Context: an optimization exercise on an open-source flow, tuned for small area, a short achievable clock period and few clock cycles per item. The choices shown serve that exercise and are no tape-out recipe. At most, simulation tests tie the RTL to the original design; equivalence was not proved.

==> v23 <==
// affine_stream_top
module affine_stream_top (
  input  logic                                aclk,
  input  logic                                aresetn,
  input  logic [4*16-1:0]   s_tdata,
  input  logic                                s_tvalid,
  output logic                                s_tready,
  input  logic                                s_tlast,
  output logic [3*16-1:0]    m_tdata,
  output logic                                m_tvalid,
  input  logic                                m_tready,
  output logic                                m_tlast
);
  localparam int LW = 16;
  localparam int BW = 4 * 16;
  logic            advance;    
  logic            accept;
  logic            vec_take;
  logic [3*BW-1:0] coef;
  assign advance  = ~m_tvalid | m_tready;
  assign s_tready = advance;
  assign accept   = s_tvalid & advance;
  frame_loader u_loader (
    .aclk     (aclk),
    .aresetn  (aresetn),
    .s_tdata  (s_tdata),
    .s_tlast  (s_tlast),
    .accept   (accept),
    .vec_take (vec_take),
    .coef     (coef)
  );
  logic [63:0] bv;
  logic [95:0] bdig;
  always_comb begin
    for (int c = 0; c < 4; c++) begin
      for (int k = 0; k < 8; k++) begin
        logic b2, b1, b0;
        b2 = bv[c*16 + 2*k + 1];
        b1 = bv[c*16 + 2*k];
        if (k == 0) b0 = 1'b0;
        else        b0 = bv[c*16 + 2*k - 1];
        bdig[c*8+k]      = b1 ^ b0;                                  
        bdig[32+c*8+k]   = (b2 & ~b1 & ~b0) | (~b2 & b1 & b0);       
        bdig[64+c*8+k]   = b2;                                       
      end
    end
  end
  logic v1_valid, v1_last;
  logic v2_valid, v2_last;
  always_ff @(posedge aclk or negedge aresetn) begin
    if (!aresetn) begin
      v1_valid <= 1'b0;
      v1_last <= 1'b0;
      v2_valid <= 1'b0;
      v2_last <= 1'b0;
      m_tvalid <= 1'b0;
      m_tlast <= 1'b0;
    end else if (advance) begin
      v1_valid <= vec_take;
      v1_last <= vec_take & s_tlast;
      v2_valid <= v1_valid;
      v2_last <= v1_last;
      m_tvalid <= v2_valid;
      m_tlast <= v2_last;
    end
  ...
==> module frame_loader, before the edit <==
module frame_loader (
  input  logic                                   aclk,
  input  logic                                   aresetn,
  input  logic [4*16-1:0]      s_tdata,
  input  logic                                   s_tlast,
  input  logic                                   accept,      
  output logic                                   vec_take,    
  output logic [3*4*16-1:0] coef    
);
  logic       streaming;   
  logic [1:0] row;         
  always_ff @(posedge aclk or negedge aresetn) begin
    if (!aresetn) begin
      streaming <= 1'b0;
      row       <= 2'd0;
    end else if (accept) begin
      if (!streaming) begin
        if (row == 2'(3 - 1)) begin
          streaming <= 1'b1;
          row       <= 2'd0;
        end else begin
          row <= row + 2'd1;
        end
      end else if (s_tlast) begin
        streaming <= 1'b0;
      end
    end
  end
  always_ff @(posedge aclk) begin
    for (int r = 0; r < 3; r++) begin
      if (accept && !streaming && row == 2'(r)) begin
        coef[r*4*16 +: 4*16] <= s_tdata;
      end
    end
  end
  assign vec_take = accept & streaming;
endmodule
==> module affine_stream_top, before the edit <==
module affine_stream_top (
  input  logic                                aclk,
  input  logic                                aresetn,
  input  logic [4*16-1:0]   s_tdata,
  input  logic                                s_tvalid,
  output logic                                s_tready,
  input  logic                                s_tlast,
  output logic [3*16-1:0]    m_tdata,
  output logic                                m_tvalid,
  input  logic                                m_tready,
  output logic                                m_tlast
);
  localparam int LW = 16;
  localparam int BW = 4 * 16;
  logic            advance;    
  logic            accept;
  logic            vec_take;
  logic [3*BW-1:0] coef;
  assign advance  = ~m_tvalid | m_tready;
  assign s_tready = advance;
  assign accept   = s_tvalid & advance;
  frame_loader u_loader (
    .aclk     (aclk),
    .aresetn  (aresetn),
    .s_tdata  (s_tdata),
    .s_tlast  (s_tlast),
    .accept   (accept),
    .vec_take (vec_take),
    .coef     (coef)
  );
  logic [63:0] bv;
  logic [95:0] bdig;
  always_comb begin
    for (int c = 0; c < 4; c++) begin
      for (int k = 0; k < 8; k++) begin
        logic b2, b1, b0;
        b2 = bv[c*16 + 2*k + 1];
        b1 = bv[c*16 + 2*k];
        if (k == 0) b0 = 1'b0;
        else        b0 = bv[c*16 + 2*k - 1];
        bdig[c*8+k]      = b1 ^ b0;                                  
        bdig[32+c*8+k]   = (b2 & ~b1 & ~b0) | (~b2 & b1 & b0);       
        bdig[64+c*8+k]   = b2;                                       
      end
    end
  end
  logic v1_valid, v1_last;
  logic v2_valid, v2_last;
  always_ff @(posedge aclk or negedge aresetn) begin
    if (!aresetn) begin
      v1_valid <= 1'b0;
      v1_last <= 1'b0;
      v2_valid <= 1'b0;
      v2_last <= 1'b0;
      m_tvalid <= 1'b0;
      m_tlast <= 1'b0;
    end else if (advance) begin
      v1_valid <= vec_take;
      v1_last <= vec_take & s_tlast;
      v2_valid <= v1_valid;
      v2_last <= v1_last;
      m_tvalid <= v2_valid;
      m_tlast <= v2_last;
    end
  end
  logic [BW-1:0] v1;
  always_ff @(posedge aclk) begin
    if (advance) v1 <= s_tdata;
  end
  logic [95:0] dig;
  assign bv  = v1;
  assign dig = bdig;
  genvar r;
  generate
    for (r = 0; r < 3; r++) begin : g_row
      logic [LW-1:0] s_d, c_d;
      affine_row u_row (
        .aclk (aclk),
        .en   (advance),
        .one  (dig[31:0]),
        .two  (dig[63:32]),
        .neg  (dig[95:64]),
        .cf   (coef[r*BW +: BW]),
        .s    (s_d),
        .c    (c_d)
      );
      always_ff @(posedge aclk) begin
        if (advance) m_tdata[r*LW +: LW] <= s_d + c_d;
      end
    end
  endgenerate
endmodule
make LEC_CHECK=0 ABC_AREA=1 CAP_MARGIN=20 CORE_MARGIN=2 CORE_UTILIZATION=40 SLEW_MARGIN=20 finish   # period 6.3 ns
run.sh (not shown) runs the stock make flow with config.mk's settings and CLKGATE_MAP_FILE= SYNTH_SCRIPT=/design/flow/synth_recipe.tcl, a recipe that flattens the netlist after the stock synthesis.
==> v20 (differences from v23) <==
--- a/flow/design.v
+++ b/flow/design.v
@@ -27,13 +27,15 @@
       end
     end
   end
+  logic [3*4*16-1:0] coef_n;
   always_ff @(posedge aclk) begin
     for (int r = 0; r < 3; r++) begin
       if (accept && !streaming && row == 2'(r)) begin
-        coef[r*4*16 +: 4*16] <= s_tdata;
+        coef_n[r*4*16 +: 4*16] <= ~s_tdata;
       end
     end
   end
+  assign coef = ~coef_n;
   assign vec_take = accept & streaming;
 endmodule
 `timescale 1ns/1ns
@@ -964,13 +966,11 @@
       m_tlast <= v2_last;
     end
   end
-  logic [BW-1:0] v1;
+  logic [95:0] dig;
+  assign bv = s_tdata;
   always_ff @(posedge aclk) begin
-    if (advance) v1 <= s_tdata;
+    if (advance) dig <= bdig;
   end
-  logic [95:0] dig;
-  assign bv  = v1;
-  assign dig = bdig;
   genvar r;
   generate
     for (r = 0; r < 3; r++) begin : g_row
==> flow/flow/run.sh (new file) <==
#!/bin/bash
# The standard layout, with one change to synthesis: Yosys's synth skips
# its quick ABC pass (-noabc) that comes before full adders are extracted, so
# the carry-save trees map onto full-adder cells without inverters between
# them. The final ABC mapping and every later step are the standard flow's own.
# The registers keep the standard synthesis's names and cell types: that
# synthesis runs first, and flow/regnames.py copies its register names over
# (they differ only in Yosys's enable-polarity suffix). If the registers do
# not match, the flow falls back to the standard layout.
set -euo pipefail
W=$(pwd)
R=$W/orfs/results/$FLOW_PLATFORM/affine_stream_top/base

# the standard synthesis, the reference for register names and cell types
bash standard.sh synth > std_synth.log 2>&1
cp "$R/1_2_yosys.v" std_1_2_yosys.v
rm -rf orfs

# this flow's synthesis
sed '1s/-noshare /-noshare -noabc /' synth_recipe.tcl > synth_noabc.tcl
grep -q -- '-nofsm -noshare -noabc' synth_noabc.tcl
sed "s#${W}/synth_recipe.tcl#${W}/synth_noabc.tcl#g" standard.sh > standard_noabc.sh
grep -q synth_noabc.tcl standard_noabc.sh
bash standard_noabc.sh "$R/1_2_yosys.v" > noabc_synth.log 2>&1

if python3 flow/regnames.py std_1_2_yosys.v "$R/1_2_yosys.v" > regnames.log 2>&1; then
  bash standard_noabc.sh > make_flow.log 2>&1
else
  rm -rf orfs
  bash standard.sh > make_flow.log 2>&1
fi
==> flow/flow/regnames.py (new file) <==
#!/usr/bin/env python3
"""regnames.py STD_NETLIST OWN_NETLIST

Give the registers of OWN_NETLIST (this flow's synthesis) the names the
standard synthesis (STD_NETLIST) gave them. Yosys names a register after its
RTL name plus a suffix for its enable and reset polarity, which depends on
how the logic in front of it was optimised; the RTL name part is the same.
Fails, changing nothing, unless both netlists hold the same registers by RTL
name, in the same cell types."""
import re, sys

FLOP = re.compile(r'^(\s*)(sky130_fd_sc_hd__(?:e?dfx|dfr|dfs|dfb|sdf|edf|dl)\w*)\s+(\\\S+|\S+)\s+\(', re.M)
SUFFIX = re.compile(r'^(.*)\$_[A-Z0-9_]+_$')

def regs(text):
    out = {}
    for m in FLOP.finditer(text):
        typ, name = m.group(2), m.group(3)
        raw = name[1:] if name.startswith('\\') else name
        s = SUFFIX.match(raw)
        base = s.group(1) if s else raw
        if base in out:
            sys.exit(f"two registers named {base}")
        out[base] = (typ, name)
    return out

std_t = open(sys.argv[1]).read()
own_t = open(sys.argv[2]).read()
std, own = regs(std_t), regs(own_t)
if set(std) != set(own):
    sys.exit(f"register sets differ: {len(std)} vs {len(own)}, "
             f"e.g. {sorted(set(std) ^ set(own))[:5]}")
bad = [b for b in std if std[b][0] != own[b][0]]
if bad:
    sys.exit(f"cell types differ for {len(bad)} registers, e.g. {bad[:5]}")
ren = {own[b][1]: std[b][1] for b in std if own[b][1] != std[b][1]}

def sub(m):
    name = m.group(3)
    return f"{m.group(1)}{m.group(2)} {ren.get(name, name)} ("
new_t = FLOP.sub(sub, own_t)
if ren:
    # a renamed register's old name must not survive anywhere else
    for old in ren:
        if re.search(re.escape(old) + r'(\s|$)', new_t):
            sys.exit(f"{old} still appears after renaming")
open(sys.argv[2], 'w').write(new_t)
print(f"{len(std)} registers, {len(ren)} renamed")
==> flow/standard.sh (new file) <==
#!/bin/bash
# synth_recipe.tcl (not shown) runs the flow's synth.tcl, then flattens the netlist and writes it again
# the make line also repeats each setting of config.mk as NAME=value (left out here)
make -C /OpenROAD-flow-scripts/flow DESIGN_CONFIG=/design/flow/config.mk WORK_HOME=/design/flow/orfs CLKGATE_MAP_FILE= SYNTH_SCRIPT=/design/flow/synth_recipe.tcl "${@:-finish}"
Settings changed: CORE_UTILIZATION 40 to 65, SETUP_SLACK_MARGIN set to 2.5.
removed: flow/run.sh
==> v15 (differences from v23) <==
--- a/flow/design.v
+++ b/flow/design.v
@@ -27,13 +27,15 @@
       end
     end
   end
+  logic [3*4*16-1:0] coef_n;
   always_ff @(posedge aclk) begin
     for (int r = 0; r < 3; r++) begin
       if (accept && !streaming && row == 2'(r)) begin
-        coef[r*4*16 +: 4*16] <= s_tdata;
+        coef_n[r*4*16 +: 4*16] <= ~s_tdata;
       end
     end
   end
+  assign coef = ~coef_n;
   assign vec_take = accept & streaming;
 endmodule
 `timescale 1ns/1ns
@@ -964,13 +966,11 @@
       m_tlast <= v2_last;
     end
   end
-  logic [BW-1:0] v1;
+  logic [95:0] dig;
+  assign bv = s_tdata;
   always_ff @(posedge aclk) begin
-    if (advance) v1 <= s_tdata;
+    if (advance) dig <= bdig;
   end
-  logic [95:0] dig;
-  assign bv  = v1;
-  assign dig = bdig;
   genvar r;
   generate
     for (r = 0; r < 3; r++) begin : g_row
==> flow/flow/run.sh (new file) <==
#!/bin/bash
# The standard layout, with one change to synthesis: Yosys's synth skips
# its quick ABC pass (-noabc) that comes before full adders are extracted, so
# the carry-save trees map onto full-adder cells without inverters between
# them. The final ABC mapping and every later step are the standard flow's own.
# The registers keep the standard synthesis's names and cell types: that
# synthesis runs first, and flow/regnames.py copies its register names over
# (they differ only in Yosys's enable-polarity suffix). If the registers do
# not match, the flow falls back to the standard layout.
set -euo pipefail
W=$(pwd)
R=$W/orfs/results/$FLOW_PLATFORM/affine_stream_top/base

# the standard synthesis, the reference for register names and cell types
bash standard.sh synth > std_synth.log 2>&1
cp "$R/1_2_yosys.v" std_1_2_yosys.v
rm -rf orfs

# this flow's synthesis
sed '1s/-noshare /-noshare -noabc /' synth_recipe.tcl > synth_noabc.tcl
grep -q -- '-nofsm -noshare -noabc' synth_noabc.tcl
sed "s#${W}/synth_recipe.tcl#${W}/synth_noabc.tcl#g" standard.sh > standard_noabc.sh
grep -q synth_noabc.tcl standard_noabc.sh
bash standard_noabc.sh "$R/1_2_yosys.v" > noabc_synth.log 2>&1

if python3 flow/regnames.py std_1_2_yosys.v "$R/1_2_yosys.v" > regnames.log 2>&1; then
  bash standard_noabc.sh > make_flow.log 2>&1
else
  rm -rf orfs
  bash standard.sh > make_flow.log 2>&1
fi
==> flow/flow/regnames.py (new file) <==
#!/usr/bin/env python3
"""regnames.py STD_NETLIST OWN_NETLIST

Give the registers of OWN_NETLIST (this flow's synthesis) the names the
standard synthesis (STD_NETLIST) gave them. Yosys names a register after its
RTL name plus a suffix for its enable and reset polarity, which depends on
how the logic in front of it was optimised; the RTL name part is the same.
Fails, changing nothing, unless both netlists hold the same registers by RTL
name, in the same cell types."""
import re, sys

FLOP = re.compile(r'^(\s*)(sky130_fd_sc_hd__(?:e?dfx|dfr|dfs|dfb|sdf|edf|dl)\w*)\s+(\\\S+|\S+)\s+\(', re.M)
SUFFIX = re.compile(r'^(.*)\$_[A-Z0-9_]+_$')

def regs(text):
    out = {}
    for m in FLOP.finditer(text):
        typ, name = m.group(2), m.group(3)
        raw = name[1:] if name.startswith('\\') else name
        s = SUFFIX.match(raw)
        base = s.group(1) if s else raw
        if base in out:
            sys.exit(f"two registers named {base}")
        out[base] = (typ, name)
    return out

std_t = open(sys.argv[1]).read()
own_t = open(sys.argv[2]).read()
std, own = regs(std_t), regs(own_t)
if set(std) != set(own):
    sys.exit(f"register sets differ: {len(std)} vs {len(own)}, "
             f"e.g. {sorted(set(std) ^ set(own))[:5]}")
bad = [b for b in std if std[b][0] != own[b][0]]
if bad:
    sys.exit(f"cell types differ for {len(bad)} registers, e.g. {bad[:5]}")
ren = {own[b][1]: std[b][1] for b in std if own[b][1] != std[b][1]}

def sub(m):
    name = m.group(3)
    return f"{m.group(1)}{m.group(2)} {ren.get(name, name)} ("
new_t = FLOP.sub(sub, own_t)
if ren:
    # a renamed register's old name must not survive anywhere else
    for old in ren:
        if re.search(re.escape(old) + r'(\s|$)', new_t):
            sys.exit(f"{old} still appears after renaming")
open(sys.argv[2], 'w').write(new_t)
print(f"{len(std)} registers, {len(ren)} renamed")
==> flow/standard.sh (new file) <==
#!/bin/bash
# synth_recipe.tcl (not shown) runs the flow's synth.tcl, then flattens the netlist and writes it again
# the make line also repeats each setting of config.mk as NAME=value (left out here)
make -C /OpenROAD-flow-scripts/flow DESIGN_CONFIG=/design/flow/config.mk WORK_HOME=/design/flow/orfs CLKGATE_MAP_FILE= SYNTH_SCRIPT=/design/flow/synth_recipe.tcl "${@:-finish}"
Settings changed: ABC_AREA 1 to not set, CORE_UTILIZATION 40 to 50, SETUP_SLACK_MARGIN set to 2.5.
removed: flow/run.sh
==> v17 (differences from v23) <==
--- a/flow/design.v
+++ b/flow/design.v
@@ -27,13 +27,15 @@
       end
     end
   end
+  logic [3*4*16-1:0] coef_n;
   always_ff @(posedge aclk) begin
     for (int r = 0; r < 3; r++) begin
       if (accept && !streaming && row == 2'(r)) begin
-        coef[r*4*16 +: 4*16] <= s_tdata;
+        coef_n[r*4*16 +: 4*16] <= ~s_tdata;
       end
     end
   end
+  assign coef = ~coef_n;
   assign vec_take = accept & streaming;
 endmodule
 `timescale 1ns/1ns
@@ -964,13 +966,11 @@
       m_tlast <= v2_last;
     end
   end
-  logic [BW-1:0] v1;
+  logic [95:0] dig;
+  assign bv = s_tdata;
   always_ff @(posedge aclk) begin
-    if (advance) v1 <= s_tdata;
+    if (advance) dig <= bdig;
   end
-  logic [95:0] dig;
-  assign bv  = v1;
-  assign dig = bdig;
   genvar r;
   generate
     for (r = 0; r < 3; r++) begin : g_row
==> flow/flow/run.sh (new file) <==
#!/bin/bash
# The standard layout, with one change to synthesis: Yosys's synth skips its
# quick ABC pass (-noabc) before full adders are extracted, so the
# carry-save trees map onto full-adder cells without inverters between
# them. Everything else, the final ABC mapping included, is the standard flow's own.
set -euo pipefail
W=$(pwd)
sed '1s/-noshare /-noshare -noabc /' synth_recipe.tcl > synth_noabc.tcl
grep -q -- '-nofsm -noshare -noabc' synth_noabc.tcl
sed "s#${W}/synth_recipe.tcl#${W}/synth_noabc.tcl#g" standard.sh > standard_noabc.sh
grep -q synth_noabc.tcl standard_noabc.sh
bash standard_noabc.sh > make_flow.log 2>&1
==> flow/standard.sh (new file) <==
#!/bin/bash
# synth_recipe.tcl (not shown) runs the flow's synth.tcl, then flattens the netlist and writes it again
# the make line also repeats each setting of config.mk as NAME=value (left out here)
make -C /OpenROAD-flow-scripts/flow DESIGN_CONFIG=/design/flow/config.mk WORK_HOME=/design/flow/orfs CLKGATE_MAP_FILE= SYNTH_SCRIPT=/design/flow/synth_recipe.tcl "${@:-finish}"
removed: flow/run.sh
==> run summary <==
metric	v20	v17	v15	v23
Hold Path Depth	2	2	1	2
Synthesized net count	5724	5724	5026	6513
RR Startpoint	u_loader.coef_n[51]	dig[19]	g_row[2].u_row.mid_q[2]	v1[7]
Worst slew margin	25.0%	19.7%	20.7%	8.94%
All-Layer GR Usage	47.9%	30.3%	37.7%	31.0%
Outcome	complete, no violations	complete, no violations	complete, no violations	complete, no violations
Total of plain and repair buffers excluding clock buffers	389	217	418	233
Clock insertion delay at the later pin of the skew report	680 ps	740 ps	670 ps	730 ps
Post-synthesis share of cell area spent on xor and xnor gates	15.4%	15.4%	17.1%	14.2%
Most instantiated library cell after synthesis	sky130_fd_sc_hd__xor2_1	sky130_fd_sc_hd__xor2_1	sky130_fd_sc_hd__o22ai_1	sky130_fd_sc_hd__inv_1
Area of all sequential standard cells	18600 um^2	18600 um^2	18600 um^2	17700 um^2
Synth Instances	4820	4820	4122	5697
Filler cell count in the final layout	5710	12359	8638	13328
Fraction of the mapped netlist area in simple logic gates	6.12%	6.12%	2.41%	8.43%
Number of clock buffers in the layout	79	82	83	93
Testbench counts of v20, summed over its fixed seeds: cycles 3,993, items 3,393.
Testbench counts of v15, summed over its fixed seeds: cycles 3,993, items 3,393.
Testbench counts of v17, summed over its fixed seeds: cycles 3,993, items 3,393.
Function not checked in v23: the RTL went through the layout flow alone.

-- what the ideal ports hide --
How much do the figures lean on ideal ports? The routed layouts below were timed once more, with nothing changed but the port constraints. Step 1 (the two cells are an assumption about what drives the block):
set clk [get_ports {aclk}]
set_driving_cell -lib_cell sky130_fd_sc_hd__clkbuf_16 $clk
set_driving_cell -lib_cell sky130_fd_sc_hd__buf_2 [delete_from_list [all_inputs] $clk]
Step 2 times the ports against the registers' clock, not the clock port: input delays grow and output delays shrink by t, the midpoint of the rising clock arrivals with the driver on. Three values: ideal, step 1, step 2; two values: the first two.
run	t (ns)	slack for setup (ns)	worst register clock-pin slew, ns	worst slew at a driven data input, ns
v23	0.778	1.207 / 1.207 / 1.207	0.07 / 0.07	0.06
v20	0.726	2.457 / 2.457 / 2.023	0.08 / 0.08	0.05
v15	0.720	2.353 / 2.353 / 2.255	0.07 / 0.07	0.11
v17	0.786	1.451 / 1.430 / 1.218	0.07 / 0.07	0.07
After both steps setup and hold are still met in every run listed. For v20, which loses most, drivers alone change the setup slack by 0.000 ns; drivers and shift together by -0.434 ns.
